This is an optimization exercise on Yosys and OpenROAD, whose aim is small area, not a production implementation. In this exercise RTL edits were held to simulation tests only and were not proved equivalent to the original.

<file path="flow/design.v">
package tetrisPkg;
    localparam int BoardRows = 20;
    localparam int BoardCols = 10;
    localparam int BoardCells = BoardRows * BoardCols;
    localparam int SpawnCol = 5;
    localparam int SpawnRow = 1;
    localparam int PieceCount = 5;
    localparam logic [1:0] KeyIdle = 2'd0;
    localparam logic [1:0] KeyLeft = 2'd1;
    localparam logic [1:0] KeyRight = 2'd2;
    localparam logic [1:0] KeyRotate = 2'd3;
    localparam logic [1:0] MoveLeft = 2'd0;
    localparam logic [1:0] MoveRight = 2'd1;
    localparam logic [1:0] MoveRotate = 2'd2;
    localparam logic [1:0] MoveDrop = 2'd3;
    function automatic logic [5:0] extraRow(input logic [2:0] i);
        case (i)
            3'd0: extraRow = 6'h3f;
            3'd1: extraRow = 6'h00;
            3'd2: extraRow = 6'h01;
            3'd3: extraRow = 6'h00;
            3'd4: extraRow = 6'h3f;
            3'd5: extraRow = 6'h01;
            3'd6: extraRow = 6'h01;
            default: extraRow = 6'h3f;
        endcase
    endfunction
    function automatic logic [4:0] extraCol(input logic [2:0] i);
        case (i)
            3'd0: extraCol = 5'h00;
            3'd1: extraCol = 5'h01;
            3'd2: extraCol = 5'h00;
            3'd3: extraCol = 5'h1f;
            3'd4: extraCol = 5'h01;
            3'd5: extraCol = 5'h01;
            3'd6: extraCol = 5'h1f;
            default: extraCol = 5'h1f;
        endcase
    endfunction
    function automatic logic [43:0] pieceCells(input logic [15:0] p);
        logic [2:0] shape;
        logic [1:0] rot;
        logic [23:0] dr;
        logic [19:0] dc;
        shape = p[15:13];
        rot = p[12:11];
        case (shape)
            3'd0: begin
                if (rot[0]) begin
                    dr = {6'h01, 6'h00, 6'h3f, 6'h3e};
                    dc = {5'h00, 5'h00, 5'h00, 5'h00};
                end else begin
                    dr = {6'h00, 6'h00, 6'h00, 6'h00};
                    dc = {5'h01, 5'h00, 5'h1f, 5'h1e};
                end
            end
            3'd1: begin
                dr = {6'h00, 6'h00, 6'h3f, 6'h3f};
                dc = {5'h01, 5'h00, 5'h01, 5'h00};
            end
            3'd2, 3'd3: begin
                if (rot[0]) begin
                    dr = {extraRow({shape[0], rot}), 6'h01, 6'h00, 6'h3f};
                    dc = {extraCol({shape[0], rot}), 5'h00, 5'h00, 5'h00};
                end else begin
                    dr = {extraRow({shape[0], rot}), 6'h00, 6'h00, 6'h00};
                    dc = {extraCol({shape[0], rot}), 5'h01, 5'h00, 5'h1f};
                end
            end
            default: begin
                if (rot[0]) begin
                    dr = {6'h01, 6'h3f, 6'h00, 6'h00};
                    dc = {5'h00, 5'h1f, 5'h00, 5'h1f};
                end else begin
                    dr = {6'h3f, 6'h3f, 6'h00, 6'h00};
                    dc = {5'h01, 5'h00, 5'h00, 5'h1f};
                end
            end
        endcase
        pieceCells = {p[10:5] + dr[23:18], p[4:0] + dc[19:15],
                      p[10:5] + dr[17:12], p[4:0] + dc[14:10],
                      p[10:5] + dr[11:6],  p[4:0] + dc[9:5],
                      p[10:5] + dr[5:0],   p[4:0] + dc[4:0]};
    endfunction
endpackage
`timescale 1ns/10ps
module moveRequest #(
    parameter int TickCycles = 16
) (
    input  logic        clk,
    input  logic        rstReg,
    input  logic [1:0]  keyboardSignal,
    input  logic [15:0] activePiece,
    output logic [18:0] action
);
    localparam int CountWidth = (TickCycles > 1) ? $clog2(TickCycles) : 1;
    localparam int Gap = 3;
    logic [1:0] prevKey;
    logic [CountWidth-1:0] tickCount;
    logic [1:0] busyCount;
    logic keyPending;
    logic dropPending;
    logic [1:0] pendKind;
    logic [1:0] keyKind;
    logic keyEvent;
    logic tick;
    function automatic logic [15:0] stepPiece(input logic [15:0] p, input logic [1:0] k);
        logic [15:0] n;
        n = p;
        case (k)
            tetrisPkg::MoveLeft: n[4:0] = p[4:0] - 5'd1;
            tetrisPkg::MoveRight: n[4:0] = p[4:0] + 5'd1;
            tetrisPkg::MoveRotate: n[12:11] = p[12:11] + 2'd1;
            default: n[10:5] = p[10:5] + 6'd1;
        endcase
        stepPiece = n;
    endfunction
    assign keyEvent = (keyboardSignal != tetrisPkg::KeyIdle) && (keyboardSignal != prevKey);
    assign tick = (tickCount == CountWidth'(TickCycles - 1));
    always_comb begin
        case (keyboardSignal)
            tetrisPkg::KeyLeft: keyKind = tetrisPkg::MoveLeft;
            tetrisPkg::KeyRight: keyKind = tetrisPkg::MoveRight;
            default: keyKind = tetrisPkg::MoveRotate;
        endcase
    end
    always_ff @(posedge clk) begin
        if (rstReg) begin
            prevKey <= tetrisPkg::KeyIdle;
            tickCount <= '0;
            busyCount <= '0;
            keyPending <= 1'b0;
            dropPending <= 1'b0;
            pendKind <= tetrisPkg::MoveLeft;
            action <= '0;
        end else begin
            prevKey <= keyboardSignal;
            tickCount <= tick ? '0 : tickCount + 1'b1;
            action[18] <= 1'b0;
            if (busyCount != 0) begin
                busyCount <= busyCount - 1'b1;
            end else if (keyPending) begin
                action <= {1'b1, pendKind, stepPiece(activePiece, pendKind)};
                keyPending <= 1'b0;
                busyCount <= 2'(Gap);
            end else if (dropPending) begin
                action <= {1'b1, tetrisPkg::MoveDrop, stepPiece(activePiece, tetrisPkg::MoveDrop)};
                dropPending <= 1'b0;
                busyCount <= 2'(Gap);
            end
            if (keyEvent) begin
                keyPending <= 1'b1;
                pendKind <= keyKind;
            end
            if (tick) begin
                dropPending <= 1'b1;
            end
        end
    end
endmodule
`timescale 1ns/10ps
module collisionCheck (
    input  logic         clk,
    input  logic         rstReg,
    input  logic [18:0]  action,
    input  logic [199:0] settled,
    output logic [62:0]  verdict
);
    logic [62:0] shaped;
    logic blocked;
    function automatic logic cellBlocked(input logic [10:0] c, input logic [199:0] b);
        logic [5:0] row;
        logic [4:0] col;
        row = c[10:5];
        col = c[4:0];
        if (row[5] || row >= 6'd20) begin
            cellBlocked = 1'b1;
        end else if (col[4] || col >= 5'd10) begin
            cellBlocked = 1'b1;
        end else begin
            cellBlocked = b[row * 8'd10 + col];
        end
    endfunction
    always_ff @(posedge clk) begin
        if (rstReg) begin
            shaped <= '0;
        end else begin
            shaped[62:44] <= action;
            shaped[43:0] <= tetrisPkg::pieceCells(action[15:0]);
        end
    end
    always_comb begin
        blocked = 1'b0;
        for (int i = 0; i < 4; i++) begin
            blocked = blocked | cellBlocked(shaped[11*i +: 11], settled);
        end
    end
    always_ff @(posedge clk) begin
        if (rstReg) begin
            verdict <= '0;
        end else begin
            verdict[62] <= shaped[62];
            verdict[61] <= shaped[62] && !blocked;
            verdict[60] <= shaped[62] && blocked && (shaped[61:60] == tetrisPkg::MoveDrop);
            verdict[59:44] <= shaped[59:44];
            verdict[43:0] <= shaped[43:0];
        end
    end
endmodule
`timescale 1ns/10ps
module boardStore (
    input  logic         clk,
    input  logic         rstReg,
    input  logic [62:0]  verdict,
    output logic [15:0]  activePiece,
    output logic [199:0] settled,
    output logic [6:0]   score,
    output logic [2:0]   nextBlock,
    output logic [199:0] objects
);
    logic [199:0] settledReg;
    logic [199:0] activeMask;
    logic [15:0] activeReg;
    logic [2:0] nextReg;
    logic [6:0] scoreReg;
    logic [199:0] merged;
    logic [199:0] compacted;
    logic [4:0] clearedRows;
    logic [6:0] scoreGain;
    logic [15:0] spawnNext;
    logic [15:0] spawnFirst;
    function automatic logic [199:0] cellMask(input logic [43:0] cells);
        logic [199:0] mask;
        logic signed [11:0] idx;
        mask = '0;
        for (int i = 0; i < 4; i++) begin
            idx = $signed(cells[11*i+5 +: 6]) * 12'sd10 + $signed(cells[11*i +: 5]);
            for (int j = 0; j < 200; j++) begin
                if (idx == j) begin
                    mask[j] = 1'b1;
                end
            end
        end
        cellMask = mask;
    endfunction
    function automatic logic [15:0] spawnPiece(input logic [2:0] shape);
        spawnPiece = {shape, 2'd0, 6'(tetrisPkg::SpawnRow), 5'(tetrisPkg::SpawnCol)};
    endfunction
    assign merged = settledReg | activeMask;
    always_comb begin
        int dst;
        compacted = '0;
        clearedRows = '0;
        dst = tetrisPkg::BoardRows - 1;
        for (int r = tetrisPkg::BoardRows - 1; r >= 0; r--) begin
            if (&merged[r*10 +: 10]) begin
                clearedRows = clearedRows + 1'b1;
            end else begin
                compacted[dst*10 +: 10] = merged[r*10 +: 10];
                dst = dst - 1;
            end
        end
    end
    assign scoreGain = 7'(1 + 10 * clearedRows);
    assign spawnNext = spawnPiece(nextReg);
    assign spawnFirst = spawnPiece(3'd0);
    always_ff @(posedge clk) begin
        if (rstReg) begin
            settledReg <= '0;
            activeReg <= spawnFirst;
            activeMask <= cellMask(tetrisPkg::pieceCells(spawnFirst));
            scoreReg <= '0;
            nextReg <= 3'd1;
        end else if (verdict[62] && verdict[60]) begin
            settledReg <= compacted;
            scoreReg <= scoreReg + scoreGain;
            activeReg <= spawnNext;
            activeMask <= cellMask(tetrisPkg::pieceCells(spawnNext));
            nextReg <= (nextReg == 3'(tetrisPkg::PieceCount - 1)) ? 3'd0 : nextReg + 1'b1;
        end else if (verdict[62] && verdict[61]) begin
            activeReg <= verdict[59:44];
            activeMask <= cellMask(verdict[43:0]);
        end
    end
    assign activePiece = activeReg;
    assign settled = settledReg;
    assign score = scoreReg;
    assign nextBlock = nextReg;
    assign objects = settledReg | activeMask;
endmodule
`timescale 1ns/10ps
module gameControl #(
    parameter int TickCycles = 16
) (
    input  logic         clk,
    input  logic         rstReg,
    input  logic [1:0]   keyboardSignal,
    output logic [6:0]   score,
    output logic [2:0]   nextBlock,
    output logic [199:0] objects
);
    logic [15:0] activePiece;
    logic [18:0] action;
    logic [62:0] verdict;
    logic [199:0] settled;
    moveRequest #(
        .TickCycles(TickCycles)
    ) requestStage (
        .clk           (clk),
        .rstReg        (rstReg),
        .keyboardSignal(keyboardSignal),
        .activePiece   (activePiece),
        .action        (action)
    );
    collisionCheck checkStage (
        .clk    (clk),
        .rstReg (rstReg),
        .action (action),
        .settled(settled),
        .verdict(verdict)
    );
    boardStore storeStage (
        .clk        (clk),
        .rstReg     (rstReg),
        .verdict    (verdict),
        .activePiece(activePiece),
        .settled    (settled),
        .score      (score),
        .nextBlock  (nextBlock),
        .objects    (objects)
    );
endmodule
</file>
<file path="flow/run.sh">
#!/bin/bash
# synth_recipe.tcl (not shown) runs the flow's synth.tcl, then flattens the netlist and writes it again
# the make line also repeats each setting of config.mk as NAME=value (left out here)
make -C /OpenROAD-flow-scripts/flow DESIGN_CONFIG=/design/flow/config.mk WORK_HOME=/design/flow/orfs CLKGATE_MAP_FILE= SYNTH_SCRIPT=/design/flow/synth_recipe.tcl finish
</file>
<file path="flow/config.mk">
export PLATFORM = sky130hd
export DESIGN_NAME = gameControl
export DESIGN_NICKNAME = gameControl
export VERILOG_FILES = /design/flow/design.v
export SDC_FILE = /design/flow/constraint.sdc
export NUM_CORES = 8
export LEC_CHECK = 0
export CAP_MARGIN = 20
export CORE_MARGIN = 2
export CORE_UTILIZATION = 25
export SLEW_MARGIN = 20
</file>
<file path="flow/constraint.sdc">
create_clock -name core_clock -period 22.0 [get_ports {clk}]
set_input_delay 4.4000 -clock core_clock [delete_from_list [all_inputs] [get_ports {clk}]]
set_output_delay 4.4000 -clock core_clock [all_outputs]
set_load 0.01 [all_outputs]
</file>
==> summary.txt <==
[cell type report]
class,count,area (um^2),share of cell area
Multi-Input combinational cell,20214,131000,0.683
Tap cell,7837,9810,0.0512
Timing Repair Buffer,3884,31800,0.166
Antenna cell,113,283,0.00148
Sequential cell,583,13700,0.0715
Clock buffer,108,2170,0.0113
Clock inverter,33,479,0.00250
Inverter,638,2400,0.0126
[how the worst min path moves through the flow]
| stage | startpoint | to | depth (start not counted) |
|---|---|---|---|
| CTS | checkStage.shaped[61] | checkStage.verdict[60] | 2 |
| global placement | checkStage.shaped[51] | checkStage.verdict[51] | 1 |
| global route | checkStage.shaped[49] | checkStage.verdict[49] | 1 |
| detailed placement | checkStage.shaped[61] | checkStage.verdict[60] | 2 |
| floorplan | checkStage.shaped[61] | checkStage.verdict[60] | 2 |
| finish | checkStage.shaped[61] | checkStage.verdict[60] | 2 |
[flip-flops by register name, summed over array words and instances, names as in the netlist, 2 cells and up]
signal,flops
requestStage.tickCount,4
requestStage.pendKind,2
checkStage.verdict,63
storeStage.nextReg,3
storeStage.scoreReg,7
requestStage.prevKey,2
storeStage.settledReg,200
storeStage.activeMask,200
requestStage.busyCount,2
requestStage.action,19
storeStage.activeReg,16
checkStage.shaped,63
[cell families after synthesis]
| kind of cell | share of synthesized area |
|---|---|
| xor gates and xnor gates | 0.0582 |
| DFF | 0.0916 |
| and+or+nand+nor | 0.290 |
| other | 0.0000503 |
| muxes | 0.0490 |
| buffers and inverters | 0.0468 |
| adders and majority gates | 0.0959 |
| AOI/OAI and AO/OA | 0.368 |
[layout by cell type, fill, tap and decap left out, types with 120 or more instances in the layout]
cell type / netlist / routed
nand3_1: 607 / 605
o21bai_1: 148 / 145
xnor2_1: 550 / 516
o31ai_1: 127 / 120
nand2_1: 3005 / 3000
nor2_1: 3061 / 2969
nor3_1: 757 / 716
dfxtp_1: 383 / 375
o221ai_1: 181 / 174
a222oi_1: 204 / 204
o32ai_1: 204 / 197
nand2b_1: 262 / 259
clkdlybuf4s50_1: 0 / 212
ha_1: 1071 / 1066
or3_1: 232 / 232
nand4_1: 182 / 182
o22ai_1: 981 / 977
buf_12: 0 / 162
buf_4: 4 / 3483
a211oi_1: 275 / 262
a31oi_1: 303 / 293
nor4_1: 230 / 194
and3_1: 180 / 179
or2_2: 234 / 234
nor2b_1: 223 / 219
a32oi_1: 144 / 140
a221oi_1: 147 / 142
xor2_1: 356 / 342
o21ai_0: 1536 / 1473
o211ai_1: 208 / 208
mux4_2: 256 / 256
a21o_1: 286 / 286
inv_1: 602 / 601
a22oi_1: 406 / 404
o21a_1: 208 / 208
edfxtp_1: 200 / 200
and2_1: 193 / 191
a21oi_1: 1801 / 1786
[per-stage QoR]
step                TNS (ns)  worst slack (ns)
finish                     0             0.542
global route         -0.0572           -0.0290
CTS                        0            0.0253
detailed placement   -313.17             -2.32
global placement     -355.37             -2.51
floorplan                  0            0.0354
[cells in the mapped netlist (all sizes together) (200+ instances only)]
master | number | area [um^2]
a222oi | 204 | 2040
nor2 | 3075 | 11600
nand3 | 608 | 3050
nand2b | 262 | 1640
dfxtp | 383 | 7670
nor2b | 224 | 1400
nor3 | 765 | 3880
or2 | 241 | 1510
o211ai | 210 | 1590
mux4 | 256 | 5770
a31oi | 304 | 1910
clkbuf | 1052 | 3950
o21ai | 1581 | 7930
edfxtp | 200 | 6010
o32ai | 204 | 1790
a22oi | 406 | 3050
xor2 | 365 | 3290
inv | 626 | 2360
nor4 | 241 | 1600
nand2 | 3005 | 11300
o21a | 208 | 1560
a21o | 286 | 2150
o22ai | 981 | 6140
ha | 1071 | 13400
xnor2 | 571 | 5270
and2 | 205 | 1280
a211oi | 283 | 2190
a21oi | 1804 | 9050
or3 | 233 | 1460
[critical path, delay by kind of cell (launching register included)]
family                     cells  cell delay, ns
DFF                            1            0.37
and+or+nand+nor               19            6.69
adders and majority gates      8            3.03
AOI/OAI and AO/OA             25            5.73
xor gates and xnor gates       4            2.06
buffers and inverters         16            3.26
[repair_timing]
| item | 4_1_cts | 5_1_grt |
|---|---|---|
| endpoints found under the setup margin | 200 | 200 |
| resized for setup | 32 | 73 |
| hold buffers | 0 | 0 |
| setup buffers | 1 | 10 |
| pin swaps | 4 | 16 |
[per-layer routing]
layer / global-route usage / vias up / wire [um]
met5: 0.0107 / - / 1430
met4: 0.478 / 114 / 192000
met3: 0.154 / 4902 / 172000
met2: 0.728 / 17629 / 645000
met1: 0.570 / 112317 / 575000
li1: - / 91995 / -
[power by group]
part	total, mW	switching, mW	internal (mW)
Clock	1.40	0.632	0.772
Sequential	1.36	0.158	1.20
Combinational	3.98	2.80	1.17
Total	6.74	3.59	3.14
==> impl_metrics.ini <==
[routing]
postRouteAntennaNets = 0
first_pass_iters = 21
vias_per_cell = 6.79
drt_iter0_drc = 37439
wl_per_cell_um = 47.5
drc = 0
num_vias = 226957
wl_mm = 1590

[synthesis]
async_flop_share = 0
synth-seq-area-share = 0.0916
syn_area_um2 = 149000
synth_cell_type_count = 138
synth_edf_count = 200
synth_warnings = 3
ys_seq_elements = 583
synthFlopType = dfxtp_1
postSynthCellCount = 22632
synth_area_per_cell_um2 = 6.60

[die]
io_pins = 214
initial_core_util = 0.251
fp.dieArea_um2 = 603000
die_width_um = 777
coreArea_um2 = 595000
rows = 283
die_height_um = 777

[place]
dpl.cell_count = 33127
port_buffers = 213
post_dp_cell_area_um2 = 188000
dp_hpwl_mm = 1340
place.gp.congestion = 1.15

[critical_path]
arrival_ns = 22.05
crit_required_ns = 22.60
r2r-end = storeStage.settledReg[134]
slowest_stage = xnor2_2
r2r-start = storeStage.activeMask[178]
critPathKind = register to register
end_kind = register
crit_top_cell = ha_1
r2r_setup_slack_ns = 0.54
cp_max_fo = 36
setup.worst_path.end = storeStage.settledReg[134]
reg2reg_depth = 72
startpoint_type = register
slowest_delay_ns = 1.06
crit_start = storeStage.activeMask[178]

[timing]
relSlewSlack = 0.0748
worst-slew-pin-transition_ns = 1.38
final_hold_viol_count = 0
whs_ns = 0.427
setup_viol = 0
post-route-period-util = 0.975
finalCriticalPeriod_ns = 21.46
skew_ns = 0.0790
slew_viol_final = 0
clock.fmax_mhz = 46.6

[layout]
drive_above_1_share = 0.193
syn2layout_area_growth_pct = 28.2
final_cells = 33410
fin_util = 0.322
design_area_um2 = 191000
final.fill_count = 65233
layout.nets = 26518

[global_routing]
overflow = 0
antenna_found_initial = 187
grt_pass1_wl_mm = 2040
grt_max_degree = 85
grt_pass1_vias = 207940
track_usage = 0.498

[power_and_ir_drop]
leakage_nw = 79.3
p_per_area_nw_per_um2 = 35.2
finalPower_mw = 6.74
ir_drop_v = 0.000108

[cts]
clk_latency_ns = 0.78
clkTransAtPathRegs_ns = 0.07
h-tree-depth = 3
cts.path.max_buffers = 3
numCtsBuffers = 77
root_buffer = clkbuf_16
clock_sink_count = 583
cts_tree = built

[outcome]
status = timing/DRC/antenna clean

[run]
max_cap_violations = 0

[worst_hold_path]
hold_class = register to register

## afterwards: timing with drivers on the ports
How much do the figures lean on ideal ports? The routed layout below was timed once more, with nothing changed but the port constraints.
Step 1 (the two cells are an assumption about what drives the block):
set clk [get_ports {clk}]
set_driving_cell -lib_cell sky130_fd_sc_hd__clkbuf_16 $clk
set_driving_cell -lib_cell sky130_fd_sc_hd__buf_2 [delete_from_list [all_inputs] $clk]
Step 2 adds t to the input delays and takes it off the output delays; t is the mean of the earliest and latest rising clock arrival at the registers after step 1. Input paths then give back, and output paths get back, about the clock's delay inside the block.
a / b / c = ideal / step 1 / step 2; a / b = the first two.
shift t [ns]: 0.830
setup WS [ns]: 0.542 / 0.542 / 0.542
slew at the worst register clock pin (ns): 0.07 / 0.07
After both steps setup and hold are still met in this run. For this run, drivers alone change the setup slack by 0.000 ns; drivers and shift together by 0.000 ns.
